This is an optimization exercise on Yosys and OpenROAD, whose aim is small area, a short achievable clock period and few clock cycles per item, not a production implementation. Function was checked by simulation only, so behaviour that the tests miss may differ from the original.

Setup of v21:
## best_disp_select
module best_disp_select #(
    parameter int unsigned NPIX_LOG2 = 8
) (
    input  logic               clk,
    input  logic               rst,
    input  logic               frame_start,
    input  logic [10:0]        fsum,
    input  logic               valid,
    input  logic               last,
    input  logic [13:0]        g2sum,
    input  logic [10:0]        gsum,
    input  logic [13:0]        fg,
    input  logic [5:0]         place,
    output logic               busy,
    output logic [5:0]         best_place,
    output logic               best_valid,
    output logic               done,
    output logic               overrun
);
Size in the first run: ~3700 cells after synthesis, roughly 71 I/O pins, about 38000 sq um of cells after synthesis.
clock: 12.0 ns
lec_check: 0
cap_margin: 20
core_margin: 2
core_utilization: 40
slew_margin: 20
standard.sh (not shown) runs the stock make flow with config.mk's settings and CLKGATE_MAP_FILE= SYNTH_SCRIPT=/design/flow/synth_recipe.tcl, a recipe that flattens the netlist after the stock synthesis.
==> flow/flow/run.sh <==
#!/bin/bash
set -euo pipefail
bash standard.sh SETUP_SLACK_MARGIN=7.5 finish > make.log 2>&1
Testbench counts of v21, summed over its fixed seeds: cycles 10,366, items 9,296.
Inputs modified between v21 and v57:
==> flow/flow/run.sh <==
#!/bin/bash
set -euo pipefail
bash standard.sh SETUP_SLACK_MARGIN=6.5 "CTS_ARGS=-sink_clustering_enable -repair_clock_nets -dont_use_dummy_load" finish > make.log 2>&1
Findings:
v57: done, clean on timing, DRC and antenna. Number of cells in the finished layout apart from fillers in v57 is about 4.6% below v21. Post-route fraction of the period consumed by the critical path (v57 over v21): increase, 1.6 points. Clock buffer count: v57 lower than v21. Compared with v21, the detailed router inserted fewer vias in v57.
Setup changes, v57 to v4
==> flow/flow/run.sh <==
#!/bin/bash
set -euo pipefail
bash standard.sh SETUP_SLACK_MARGIN=6.5 finish > make.log 2>&1
Notes after the runs:
- Compared with v57, v4 shows first-pass GRT wire length that has gone up slightly.
- Going from v57 to v4, worst path required time grows by 0.02 ns.
- The utilization of the core after routing in v4 sits 0.65 points above the value recorded for v57.


best_disp_select, a different RTL version from the one above (not shown whole).
Size: about 3,700 cells after synthesis, ~71 I/O pins, roughly 0.038 mm^2 of cells after synthesis.
clock: 12.0 ns
lec_check: 0
cap_margin: 20
core_margin: 2
core_utilization: 40
slew_margin: 20
==> flow/flow/run.sh <==
#!/bin/bash
set -euo pipefail
bash standard.sh SETUP_SLACK_MARGIN=7.0 "CTS_ARGS=-sink_clustering_enable -repair_clock_nets -dont_use_dummy_load -buf_list sky130_fd_sc_hd__clkbuf_8" finish > make.log 2>&1
The starting point passed the timing, DRC and antenna checks.
Testbench counts at the start, summed over its fixed seeds: cycles 10,366, items 9,296.
Change:
==> flow/flow/run.sh (replaced) <==
#!/bin/bash
set -euo pipefail
bash standard.sh SETUP_SLACK_MARGIN=7.0 "CTS_ARGS=-sink_clustering_enable -repair_clock_nets -dont_use_dummy_load -buf_list sky130_fd_sc_hd__clkbuf_4" finish > make.log 2>&1
Settings changed: TNS_END_PERCENT set to 20.
Result: Via count goes up by about 1.4%. Routed wire length stays flat. Utilization goes down by 0.56 points. Hold slack is better by 14 ps. Setup slack got worse by 14 ps. Non-clock buffer count went down by 14. Count of clock-buffer cells in the layout went up by 56. Design area shrinks by 1.2%.
Change:
==> flow/flow/run.sh (replaced) <==
#!/bin/bash
set -euo pipefail
bash standard.sh SETUP_SLACK_MARGIN=7.0 "CTS_ARGS=-sink_clustering_enable -repair_clock_nets -dont_use_dummy_load" finish > make.log 2>&1
Settings changed: CTS_BUF_LIST set to sky130_fd_sc_hd__clkbuf_4, TNS_END_PERCENT 20 to not set.
Effect: The changed run went through all stages and came out clean; count of clock-buffer cells in the layout went down by 86; synthesized cell count does not change; clock skew went down by 57 ps; register-to-register slack improved by 110 ps.
Change:
Settings changed: CTS_BUF_LIST sky130_fd_sc_hd__clkbuf_4 to not set.
Setup slack is unchanged.
Utilization stays the same.
First-iteration DRC count stays the same.
Cell count does not change.
Die area stays the same.
Routed wire length stays the same.
Register-to-register slack hardly moves.
Global-route usage stays the same.
Hold slack does not change.

## afterwards: timing with drivers on the ports
Ports are ideal in the flow. The routed layouts listed here were re-timed in OpenROAD.
Step 1 (the two cells are an assumption about what drives the block):
set clk [get_ports {clk}]
set_driving_cell -lib_cell sky130_fd_sc_hd__clkbuf_16 $clk
set_driving_cell -lib_cell sky130_fd_sc_hd__buf_2 [delete_from_list [all_inputs] $clk]
Step 2, shift: input delay + t, output delay - t, t = (earliest + latest rising clock arrival at the registers) / 2. This alone moves slack from input paths to output paths.
a / b / c = ideal ports / drivers / drivers and shift; a / b = the first two.
run | t, ns | setup slack, ns | latest minus earliest clock arrival (ns)
v21 | 0.686 | 6.889 / 6.889 / 6.889 | 0.034 / 0.035
v57 | 0.647 | 6.701 / 6.701 / 6.701 | 0.073 / 0.074
v4 | 0.675 | 6.722 / 6.722 / 6.722 | 0.033 / 0.032
the first run of note 2 | 0.746 | 6.784 / 6.784 / 6.784 | 0.087 / 0.087
the second run of note 2 | 1.033 | 6.770 / 6.770 / 6.770 | 0.118 / 0.118
the third run of note 2 | 0.655 | 6.878 / 6.878 / 6.878 | 0.064 / 0.064
the fourth run of note 2 | 0.655 | 6.878 / 6.878 / 6.878 | 0.064 / 0.064
After both steps every run listed still meets setup and hold.
